Context: an optimization exercise on an open-source flow, tuned for small area, a short achievable clock period and few clock cycles per item. The choices shown serve that exercise and are no tape-out recipe. No run shown here included a check of the RTL's function; only the layout flow was run. No activity file was given, so power comes from the tool's default toggle rates.

File: design/flow/design.v
package kom_pkg;
	localparam int CAPACITY = 16;
	localparam int SLOT_W   = $clog2(CAPACITY);
	localparam int CNT_W    = $clog2(CAPACITY + 1);
	localparam int KEY_W    = 16;
	localparam int STAT_W   = 3;
	localparam logic [1:0] MODE_INSERT = 2'd0;
	localparam logic [1:0] MODE_REMOVE = 2'd1;
	localparam logic [1:0] MODE_LEADER = 2'd2;
	localparam logic [1:0] MODE_LOOKUP = 2'd3;
	localparam logic [STAT_W-1:0] STAT_OK     = 3'd0;
	localparam logic [STAT_W-1:0] STAT_DUP    = 3'd1;
	localparam logic [STAT_W-1:0] STAT_ABSENT = 3'd2;
	localparam logic [STAT_W-1:0] STAT_EMPTY  = 3'd3;
	localparam logic [STAT_W-1:0] STAT_FULL   = 3'd4;
endpackage
module kom_ctrl (
	input  logic                      clk,
	input  logic                      arst_n,
	input  logic                      in_valid,
	output logic                      in_ready,
	input  logic [1:0]                mode,
	input  logic [kom_pkg::KEY_W-1:0] member_id,
	input  logic                      exec,
	output logic                      b_take,
	output logic [kom_pkg::KEY_W-1:0] nxt_key,
	output logic                      b_valid,
	output logic [1:0]                b_mode,
	output logic [kom_pkg::KEY_W-1:0] b_key
);
	localparam int KEY_W = kom_pkg::KEY_W;
	logic             b_v_q;
	logic [1:0]       b_mode_q;
	logic [KEY_W-1:0] b_key_q;
	logic             s_v_q;
	logic [1:0]       s_mode_q;
	logic [KEY_W-1:0] s_key_q;
	logic             acc;
	logic [1:0]       nxt_mode;
	assign in_ready = !s_v_q;
	assign acc      = in_valid && !s_v_q;
	assign b_take   = !b_v_q || exec;
	assign nxt_mode = s_v_q ? s_mode_q : mode;
	assign nxt_key  = s_v_q ? s_key_q : member_id;
	always_ff @(posedge clk or negedge arst_n) begin
		if (!arst_n) begin
			b_v_q <= 1'b0;
			s_v_q <= 1'b0;
		end else begin
			if (b_take) begin
				b_v_q <= s_v_q || acc;
				s_v_q <= 1'b0;
			end else if (acc) begin
				s_v_q <= 1'b1;
			end
		end
	end
	always_ff @(posedge clk) begin
		if (b_take) begin
			b_mode_q <= nxt_mode;
			b_key_q  <= nxt_key;
		end
		if (!s_v_q) begin
			s_mode_q <= mode;
			s_key_q  <= member_id;
		end
	end
	assign b_valid = b_v_q;
	assign b_mode  = b_mode_q;
	assign b_key   = b_key_q;
endmodule
module kom_dp (
	input  logic                       clk,
	input  logic                       arst_n,
	input  logic                       b_valid,
	input  logic [1:0]                 b_mode,
	input  logic [kom_pkg::KEY_W-1:0]  b_key,
	input  logic                       b_take,
	input  logic [kom_pkg::KEY_W-1:0]  nxt_key,
	output logic                       exec,
	output logic                       out_valid,
	input  logic                       out_ready,
	output logic [kom_pkg::STAT_W-1:0] status,
	output logic                       leader_valid,
	output logic [kom_pkg::KEY_W-1:0]  leader_id,
	output logic [kom_pkg::CNT_W-1:0]  group_size
);
	localparam int CAPACITY = kom_pkg::CAPACITY;
	localparam int CNT_W = kom_pkg::CNT_W;
	localparam int KEY_W = kom_pkg::KEY_W;
	localparam int STAT_W = kom_pkg::STAT_W;
	logic [KEY_W-1:0]    key_q [CAPACITY];
	logic [CAPACITY-1:0] v_q;
	logic [CNT_W-1:0]    cnt_q;
	logic [STAT_W-1:0]   status_q;
	logic                out_valid_q;
	logic [CAPACITY-1:0] hit;
	logic [CAPACITY-1:0] at_or_above;
	logic [CAPACITY-1:0] shift;
	logic [CAPACITY-1:0] load;
	logic                found;
	logic                is_ins, is_rem, is_ldr;
	logic                grow, shrink;
	logic [STAT_W-1:0]   dec_status;
	assign exec = b_valid && (!out_valid_q || out_ready);
	logic [CAPACITY-1:0] eq_q;
	logic [CAPACITY-1:0] eq_new;
	logic [CAPACITY-1:0] eq_d;
	logic                same_new;
	always_comb begin
		for (int i = 0; i < CAPACITY; i++) begin
			eq_new[i] = (key_q[i] == nxt_key);
		end
		same_new = (b_key == nxt_key);
		for (int i = 0; i < CAPACITY; i++) begin
			eq_d[i] = (load[i] && same_new) ||
			          (shift[i] && (i < CAPACITY - 1) && eq_new[(i < CAPACITY - 1) ? i+1 : i]) ||
			          (!load[i] && !shift[i] && eq_new[i]);
		end
	end
	always_ff @(posedge clk) begin
		if (b_take) begin
			eq_q <= eq_d;
		end
	end
	always_comb begin
		for (int i = 0; i < CAPACITY; i++) begin
			hit[i] = v_q[i] && eq_q[i];
		end
		at_or_above[0] = hit[0];
		for (int i = 1; i < CAPACITY; i++) begin
			at_or_above[i] = at_or_above[i-1] || hit[i];
		end
	end
	assign found  = |hit;
	assign is_ins = (b_mode == kom_pkg::MODE_INSERT);
	assign is_rem = (b_mode == kom_pkg::MODE_REMOVE);
	assign is_ldr = (b_mode == kom_pkg::MODE_LEADER);
	assign grow   = is_ins && !found && !v_q[CAPACITY-1];
	assign shrink = (is_rem && found) || (is_ldr && v_q[0]);
	always_comb begin
		for (int i = 0; i < CAPACITY; i++) begin
			shift[i] = exec && ((is_rem && at_or_above[i]) || is_ldr);
			load[i]  = exec && is_ins && !found && !v_q[i] && ((i == 0) || v_q[(i == 0) ? 0 : i-1]);
		end
	end
	logic [CNT_W-1:0] cnt_up, cnt_dn, cnt_d;
	logic             do_grow, do_shrink;
	assign cnt_up    = cnt_q + 1'b1;
	assign cnt_dn    = cnt_q - 1'b1;
	assign do_grow   = exec && grow;
	assign do_shrink = exec && shrink;
	assign cnt_d     = ({CNT_W{do_grow}} & cnt_up) | ({CNT_W{do_shrink}} & cnt_dn) |
	                   ({CNT_W{!do_grow && !do_shrink}} & cnt_q);
	always_comb begin
		dec_status = kom_pkg::STAT_OK;
		case (b_mode)
			kom_pkg::MODE_INSERT: begin
				if (found) dec_status = kom_pkg::STAT_DUP;
				else if (v_q[CAPACITY-1]) dec_status = kom_pkg::STAT_FULL;
			end
			kom_pkg::MODE_REMOVE: if (!found) dec_status = kom_pkg::STAT_ABSENT;
			kom_pkg::MODE_LEADER: if (!v_q[0]) dec_status = kom_pkg::STAT_EMPTY;
			default:              if (!found) dec_status = kom_pkg::STAT_ABSENT;
		endcase
	end
	logic [KEY_W-1:0] key_d [CAPACITY];
	always_comb begin
		for (int i = 0; i < CAPACITY; i++) begin
			key_d[i] = ({KEY_W{!(load[i] || shift[i])}} & key_q[i]) |
			           ({KEY_W{load[i]}} & b_key);
			if (i == 0) begin
				key_d[i] = key_d[i] | ({KEY_W{shift[i] && v_q[1]}} & key_q[1]);
			end else if (i < CAPACITY - 1) begin
				key_d[i] = key_d[i] | ({KEY_W{shift[i]}} & key_q[(i < CAPACITY - 1) ? i+1 : i]);
			end
		end
	end
	always_ff @(posedge clk or negedge arst_n) begin
		if (!arst_n) begin
			key_q[0] <= '0;
		end else begin
			key_q[0] <= key_d[0];
		end
	end
	for (genvar i = 1; i < CAPACITY; i++) begin : g_slot
		always_ff @(posedge clk) begin
			key_q[i] <= key_d[i];
		end
	end
	always_ff @(posedge clk or negedge arst_n) begin
		if (!arst_n) begin
			v_q         <= '0;
			cnt_q       <= '0;
			out_valid_q <= 1'b0;
		end else begin
			for (int i = 0; i < CAPACITY; i++) begin
				if (load[i]) begin
					v_q[i] <= 1'b1;
				end else if (shift[i]) begin
					v_q[i] <= (i == CAPACITY - 1) ? 1'b0 : v_q[(i == CAPACITY - 1) ? i : i+1];
				end
			end
			cnt_q <= cnt_d;
			if (exec) begin
				out_valid_q <= 1'b1;
			end else if (out_ready) begin
				out_valid_q <= 1'b0;
			end
		end
	end
	always_ff @(posedge clk) begin
		if (exec) begin
			status_q <= dec_status;
		end
	end
	assign out_valid    = out_valid_q;
	assign status       = status_q;
	assign leader_valid = v_q[0];
	assign leader_id    = key_q[0];
	assign group_size   = cnt_q;
endmodule
module keyed_ordered_member_list_top (
	input  logic                       clk,
	input  logic                       arst_n,
	input  logic                       in_valid,
	output logic                       in_ready,
	input  logic [1:0]                 mode,
	input  logic [kom_pkg::KEY_W-1:0]  member_id,
	output logic                       out_valid,
	input  logic                       out_ready,
	output logic [kom_pkg::STAT_W-1:0] status,
	output logic                       leader_valid,
	output logic [kom_pkg::KEY_W-1:0]  leader_id,
	output logic [kom_pkg::CNT_W-1:0]  group_size
);
	logic                      exec;
	logic                      b_valid;
	logic [1:0]                b_mode;
	logic [kom_pkg::KEY_W-1:0] b_key;
	logic                      b_take;
	logic [kom_pkg::KEY_W-1:0] nxt_key;
	kom_ctrl u_ctrl (
		.clk       (clk),
		.arst_n    (arst_n),
		.in_valid  (in_valid),
		.in_ready  (in_ready),
		.mode      (mode),
		.member_id (member_id),
		.exec      (exec),
		.b_take    (b_take),
		.nxt_key   (nxt_key),
		.b_valid   (b_valid),
		.b_mode    (b_mode),
		.b_key     (b_key)
	);
	kom_dp u_dp (
		.clk          (clk),
		.arst_n       (arst_n),
		.b_valid      (b_valid),
		.b_mode       (b_mode),
		.b_key        (b_key),
		.b_take       (b_take),
		.nxt_key      (nxt_key),
		.exec         (exec),
		.out_valid    (out_valid),
		.out_ready    (out_ready),
		.status       (status),
		.leader_valid (leader_valid),
		.leader_id    (leader_id),
		.group_size   (group_size)
	);
endmodule
File: design/flow/run.sh
#!/bin/bash
# synth_recipe.tcl (not shown) runs the flow's synth.tcl, then flattens the netlist and writes it again
# the make line also repeats each setting of config.mk as NAME=value (left out here)
make -C /OpenROAD-flow-scripts/flow DESIGN_CONFIG=/design/flow/config.mk WORK_HOME=/design/flow/orfs CLKGATE_MAP_FILE= SYNTH_SCRIPT=/design/flow/synth_recipe.tcl finish
File: design/flow/config.mk
export PLATFORM = sky130hd
export DESIGN_NAME = keyed_ordered_member_list_top
export DESIGN_NICKNAME = keyed_ordered_member_list_top
export VERILOG_FILES = /design/flow/design.v
export SDC_FILE = /design/flow/constraint.sdc
export NUM_CORES = 4
export LEC_CHECK = 0
export CAP_MARGIN = 20
export CORE_MARGIN = 2
export CORE_UTILIZATION = 40
export SLEW_MARGIN = 20
File: design/flow/constraint.sdc
create_clock -name core_clock -period 10.0 [get_ports {clk}]
set_input_delay 2.0000 -clock core_clock [delete_from_list [all_inputs] [get_ports {clk}]]
set_output_delay 2.0000 -clock core_clock [all_outputs]
set_load 0.01 [all_outputs]
==> results of run 1 <==
-- sequential cells by signal, indices dropped and copies added (netlist names) --
signal and count:
u_ctrl.s_key_q 16, u_ctrl.s_v_q 1, u_dp.eq_q 16, u_dp.out_valid_q 1, u_ctrl.s_mode_q 2, u_dp.cnt_q 5
u_dp.status_q 3, u_dp.v_q 16, u_dp.key_q 256, u_ctrl.b_mode_q 2, u_ctrl.b_v_q 1, u_ctrl.b_key_q 16
-- power groups by stage --
stage	Sequential [uW]	Clock, uW	Combinational, uW
after global routing	2360	1510	1670
after global placement	2310	0	1460
after floorplan	2140	0	1100
after detailed placement	2310	0	1490
final	2310	1440	1510
after CTS	2290	1460	1500
-- logic make-up after synthesis --
kind of cell               Yosys count
and+or+nand+nor                    622
muxes                               22
buffers and inverters              204
AOI/OAI and AO/OA                  358
DFF                                335
xor gates and xnor gates           276
adders and majority gates            2
-- synthesized netlist by cell type (23+ instances only) --
library cell  number  area share
a22o_1            33       0.017
a22oi_1          211       0.096
buf_2             63       0.019
clkbuf_1          67       0.015
dfrtp_1           40       0.061
dfxtp_1          258        0.31
edfxtp_1          37       0.067
inv_1             62       0.014
nand2_1          412       0.094
nand4_1           23      0.0087
nor4_1            65       0.025
o21ai_0           29      0.0088
xnor2_1          258        0.14
-- stage by stage --
stage                     hold slack, ns  utilization  instances  total power, uW  setup WS [ns]
after floorplan                   0.4461            -       1819             3237          6.241
after global placement            0.4583       0.4324       2310             3773          4.391
after detailed placement          0.4628       0.4324       2310             3808          4.291
after CTS                         0.4736       0.4643       2378             5258          4.870
after global routing              0.4840       0.4646       2378             5537          4.602
final                             0.4657       0.4646       2378             5261          4.825
-- routing by layer --
metal,GRT usage,vias up,share of wire
li1,-,6363,-
met1,0.3386,6594,0.48
met2,0.3446,441,0.43
met3,0.02663,74,0.063
met4,0.05985,0,0.024
met5,0,-,0
-- layout make-up --
class / count / area, um2
clock buffer: 58 / 1200
clock inverter: 10 / 102.6
fill: 3873 / 21860
inverter: 63 / 236.5
multi-input combinational: 1280 / 8616
sequential: 335 / 7281
tap: 532 / 665.6
timing repair buffer: 100 / 868.3
-- final timing paths --
| path | slack [ns] | startpoint | end | cells past startpoint |
|---|---|---|---|---|
| setup reg to reg | 5.82 | u_dp.v_q[14] | u_dp.eq_q[0] | 6 |
| hold reg to reg | 0.47 | u_dp.cnt_q[4] | u_dp.cnt_q[4] | 1 |
| min in group asynchronous | 1.49 | arst_n | u_dp.cnt_q[2] | 1 |
| setup / recovery | 4.83 | out_ready | u_dp.eq_q[0] | 7 |
| hold / removal | 0.47 | u_dp.cnt_q[4] | u_dp.cnt_q[4] | 1 |
| max in group asynchronous | 8.08 | arst_n | u_ctrl.s_v_q | 1 |
==> results.txt, run 1 <==
VDD IR max=around 0.13 mV; initial antenna violation count=1; crit path kind=in -> reg; Max Cap Viol=0; DR WL/cell=21.03 um; Net Sw Frac=0.3577; Setup TNS=0 ns; EDFF count, synth=37; post-detailed-placement half-perimeter wirelength=32740 um; Internal=3379 uW; Post-CTS Hold Buffers=0; largest family of logic cells by synthesized area=simple AND/OR/NAND/NOR gates; Final Wtd Congestion=0.8185; period utilisation layout=0.5175; CTS resizes=0; PD cells=277.4 nW/um2; Buffers on Ports=48; CP max stage delay=1.02 ns; synthesized instance count=1819; Yosys reg bits=335; CTS tree=yes; via/cell ratio=5.665; crit end category=flip-flop; cell area after synthesis=16530 um2; Pins Over Slew Limit=0; kind of path behind the tightest hold check=reg -> reg; post-synthesis compound-gate area fraction=0.1632; Crit path buffers/inverters=1; Top FF cell, synth=dfxtp_1; ANT nets after route=0; Clk pwr share=0.274; CP Launch Type=input port; Synth Area per Inst=9.087 um2; clk slew on worst S/H paths=0.06 ns; die height=207.3 um; most frequent cells in the layout=412 x nand2_1, 258 x xnor2_1, 258 x dfxtp_1; die width=207.3 um; total global-route track usage=0.2263; combinational share of power=0.287; status=timing/DRC/antenna clean; Initial DRC Count=1446; FP Rows=74; antenna cells=0; starting density of the core=0.4048; # setup viols final=0; crit path cell chain=clkdlybuf4s50_1, nand2b_1, nand4_2, nor4_4, nor2_1, a2bb2oi_1, o31ai_1; clk sinks=335; Max clock buf depth=3; Post-Syn Nets=1843; Final Hold Fails=0; clock latency (worst-skew pair)=around 0.53 ns; RSZ-0062 raised after global routing=no; min Tclk post-route=5.175 ns; Slowest-stage cell, CP=nor4_4; via count=13.47k; CP required=between 10 and 15 ns; core area=just over 40000 um2; multiplexer share of the synthesized area=0.01347; Synth Area in Adders=0.001514; routed wire length=50010 um; total global routing overflow=0; most common cell after layout, fill and taps aside=nand2_1; Synth Area in Simple Gates=0.1830; CTS Root Cell=clkbuf_16; Max Fclk=approximately 0.19 GHz; setup bufs post-CTS=0; largest net degree at the start of global routing=41; Ys Warns=4; CP delay by family, top=simple AND/OR/NAND/NOR gates; iteration count of the initial detailed-routing pass=7; area of placed instances=approximately 18000 um2; H-tree levels=2; clk_skew=0.02035 ns; DRC=0; Worst Max-Slew Pin Slew=1.103 ns; leakage power=0.007516 uW; Layout Cell Area excl Fill=18970 um2; share of cells above drive strength 1=0.09751; worst-path fanout max=18; I/O pin count=49; vias in the first global route=12.96k; Synth cell types=59; Worst EP arrival=5.41 ns; XOR/XNOR Fraction of Synth Area=0.1463; first-pass GRT wire length=77330 um; Slew headroom=0.2622; Sequential Power Share=0.439; DIE AREA=42960 um2; Seq/Total Area, Yosys=0.4403; Post-synth ARST share=0.1194; Area Growth Syn to Fin=14.77%; net switching power=1882 uW; nets=1842; TritonCTS Buffers=38
==> run 2, diff against run 1 <==
==> design/flow/flow/run.sh (new file) <==
#!/bin/bash
# The standard layout, with the setup repair aimed 7 ns below the clock
# period so that it keeps sizing the critical paths.
set -euo pipefail
bash standard.sh SETUP_SLACK_MARGIN=7 finish > standard_flow.log 2>&1
==> design/flow/standard.sh (new file) <==
#!/bin/bash
# synth_recipe.tcl (not shown) runs the flow's synth.tcl, then flattens the netlist and writes it again
# the make line also repeats each setting of config.mk as NAME=value (left out here)
make -C /OpenROAD-flow-scripts/flow DESIGN_CONFIG=/design/flow/config.mk WORK_HOME=/design/flow/orfs CLKGATE_MAP_FILE= SYNTH_SCRIPT=/design/flow/synth_recipe.tcl "${@:-finish}"
removed: design/flow/run.sh
==> run 2 against run 1 <==
  * Largest power group unchanged
  * Largest cell class unchanged
  * Clock skew is 0.0066 ns lower
  * Sequential cell count stayed put
  * Routed wire length grew 37%
  * Synthesized cell count stayed put
  * Still clean
  * Count of clock-buffer cells in the layout fell by 4
  * Area after synthesis unchanged
  * Highest routed layer unchanged
==> results.txt, run 2 <==
status=timing/DRC/antenna clean; leakage power=0.01024 uW (+36%); Top FF cell, synth=dfxtp_1; FP Rows=74 (unchanged); Yosys reg bits=335 (unchanged); DRC=0 (unchanged); EDFF count, synth=37 (unchanged); R2R Setup Slk=6.84 ns (+1.02 ns); TritonCTS Buffers=37 (-2.6%); Synth top area share=0.3125 (unchanged); Synth area leaders=dfxtp_1 31%, xnor2_1 14%, a22oi_1 9.6%; cell with the most instances after synthesis=nand2_1; Synth cell types=59 (unchanged); CP max stage delay=0.41 ns (-0.61 ns); largest net degree at the start of global routing=41 (unchanged); Max Cap Viol=0 (unchanged); Ys Warns=4 (unchanged); cell area after synthesis=16530 um2 (unchanged); total global-route track usage=0.2874 (+0.06110); VDD IR max=0.1610 mV (+27%); Buffers on Ports=48 (unchanged); Worst Max-Slew Pin Slew=1.141 ns (+0.03752 ns); initial antenna violation count=0 (-1); fin cells=2697 (+13%); die width=207.3 um (unchanged); final core utilization=0.6060 (+0.1414); clk_skew=0.01373 ns (-0.006617 ns); Initial DRC Count=2234 (+54%); area of placed instances=17810 um2 (+0.89%); PD cells=243.6 nW/um2 (-12%); Max clock buf depth=3 (unchanged); most frequent cells in the layout=297 x nand2_1, 258 x dfxtp_1, 209 x xnor2_1; crit path kind=in -> reg; DIE AREA=42960 um2 (unchanged); reg2reg end=u_dp.eq_q[3]; Final Hold Fails=0 (unchanged); most flop-heavy register=u_dp.key_q; Synth Area per Inst=9.087 um2 (unchanged); Area Growth Syn to Fin=49.70%; Final Wtd Congestion=0.8624 (+5.4%); Pins Over Slew Limit=0 (unchanged); Post-Syn Nets=1843 (unchanged); total global routing overflow=0 (unchanged); routed wire length=68750 um (+37%); synthesized instance count=1819 (unchanged); share of cells above drive strength 1=0.3751 (+0.2775); clk sinks=335 (unchanged); CTS Root Cell=clkbuf_16; Tot Pwr=6029 uW (+15%); CP required=10.38 ns (+0.14 ns); die height=207.3 um (unchanged); crit end category=flip-flop; via/cell ratio=6.081 (+7.3%); Fillers=3136 (-19%); RSZ-0062 raised after global routing=yes; antenna cells=0 (unchanged); via count=16.40k (+22%); kind of path behind the tightest hold check=reg -> reg; Reg2Reg Depth=11 (+5); core area=40830 um2 (unchanged); worst-path fanout max=6 (-12); Synth top cells by count=412 x nand2_1, 258 x dfxtp_1, 258 x xnor2_1, 211 x a22oi_1, 67 x clkbuf_1; Max Fclk=0.2861 GHz (+48%); CP Launch Type=input port; period utilisation layout=0.3496 (-0.1679); Slowest-stage cell, CP=or3_1; Slew headroom=0.2380 (-0.02424); first-pass GRT wire length=95320 um (+23%); I/O pin count=49 (unchanged); vias in the first global route=15.18k (+17%); Post-CTS Hold Buffers=0 (unchanged); starting density of the core=0.4048 (unchanged); Yosys top cell by area=dfxtp_1; Worst R2R Start=u_ctrl.s_v_q; DR WL/cell=25.49 um (+21%); crit path cell chain=buf_2, mux2i_4, buf_12, buf_4, buf_6, xnor2_1, nor4_1, nand4_1, or3_1, o221ai_2; H-tree levels=2 (unchanged); # setup viols final=0 (unchanged); nets=2161 (+17%); post-detailed-placement half-perimeter wirelength=34520 um (+5.4%); critical path capture point=u_dp.eq_q[3]; Critical Path Start=member_id[9]; most common cell after layout, fill and taps aside=nand2_1; min Tclk post-route=3.496 ns (-1.679 ns); Post-synth ARST share=0.1194 (unchanged); Post-Place Cells=2316 (+0.26%); Worst EP arrival=3.87 ns (-1.54 ns); clock latency (worst-skew pair)=0.54 ns (about the same); clk slew on worst S/H paths=0.07 ns (about the same); Setup TNS=0 ns (unchanged); CTS tree=yes; max FFs per register=256 (unchanged); iteration count of the initial detailed-routing pass=7 (unchanged); Layout Cell Area excl Fill=24740 um2 (+30%); ANT nets after route=0 (unchanged); Seq/Total Area, Yosys=0.4403 (unchanged)
[run 2: cell counts after synthesis]
Identical to the previous run, type by type.
[run 2: cell families (layout without fill, tap and decap cells)]
| family | Yosys count | after routing | synth area share |
|---|---|---|---|
| adders and majority gates | 2 | 2 | 0.001514 |
| and+or+nand+nor | 622 | 626 | 0.1830 |
| xor gates and xnor gates | 276 | 276 | 0.1463 |
| AOI/OAI and AO/OA | 358 | 358 | 0.1632 |
| muxes | 22 | 22 | 0.01347 |
| DFF | 335 | 335 | 0.4403 |
| buffers and inverters | 204 | 546 | 0.05231 |
[run 2: layout make-up]
| cell class | count | area (um2) | share of cell area |
|---|---|---|---|
| Multi-Input combinational cell | 1284 | 10300 | 0.4163 |
| Inverter | 63 | 244.0 | 0.009860 |
| Clock buffer | 54 | 1104 | 0.04460 |
| Tap cell | 532 | 665.6 | 0.02690 |
| Sequential cell | 335 | 7292 | 0.2947 |
| Timing Repair Buffer | 416 | 5016 | 0.2027 |
| Clock inverter | 13 | 121.4 | 0.004905 |
[run 2: power breakdown]
| group | switching, uW | internal (uW) |
|---|---|---|
| registers | 540 | 1780 |
| clock network | 586 | 820 |
| logic | 1180 | 1120 |
[run 2: worst min path at each step]
| stage | startpoint | end | slack [ns] | cells after the start |
|---|---|---|---|---|
| after detailed placement | u_dp.key_q[5][13] | u_dp.key_q[5][13] | 0.46 | 2 |
| after global routing | u_dp.key_q[12][6] | u_dp.key_q[12][6] | 0.49 | 2 |
| after floorplan | u_ctrl.s_mode_q[0] | u_ctrl.s_mode_q[0] | 0.45 | 1 |
| final | u_dp.key_q[5][12] | u_dp.key_q[5][12] | 0.47 | 2 |
| after CTS | u_dp.key_q[5][13] | u_dp.key_q[5][13] | 0.47 | 2 |
| after global placement | u_ctrl.s_mode_q[1] | u_ctrl.s_mode_q[1] | 0.45 | 1 |
[run 2: timing repair]
item | 4_1_cts | 5_1_grt
resized for setup | 450 | 265
setup buffers | 209 | 63
setup endpoints to repair | 319 | 306
pin swaps | 103 | 144
gates cloned | 26 | 16
[run 2: per-layer routing]
metal	part of all wire	global-route usage
met2	0.43	0.4285
met4	0.066	0.1505
met1	0.39	0.3856
met3	0.11	0.07035
met5	0	0
[run 2: metrics by stage]
stage / hold WS, ns / worst slack (ns)
floorplan: 0.4461 / 6.508
global placement: 0.4546 / 5.122
detailed placement: 0.4610 / 5.046
CTS: 0.4703 / 6.613
global route: 0.4905 / 6.490
finish: 0.4729 / 6.504
[run 2: worst max-delay path: cells and delay by family]
kind            cells  cell delay [ns]
xor+xnor            1             0.05
compound gates      1             0.07
buf+inv             4             0.50
mux                 1             0.17
simple gates        3             1.08

==> afterwards: timing with drivers on the ports <==
Ports are ideal in the flow. The routed layouts listed here were re-timed in OpenROAD.
Step 1 assumes that a clkbuf_16 drives the clock port and a buf_2 every other input.
Step 2 moves the port delays by t, midway between the first and last clock arrival at a register: inputs arrive t later, outputs are due t later. That takes back most of the time a late clock gives input paths.
Three values: ideal, step 1, step 2; two values: the first two.
run | t, ns | slack for setup (ns) | slew at the worst register clock pin (ns)
run 1 | 0.570 | 4.825 / 4.842 / 4.272 | 0.06 / 0.06
run 2 | 0.583 | 6.504 / 6.534 / 5.951 | 0.07 / 0.07
After both steps every run listed still meets setup and hold.
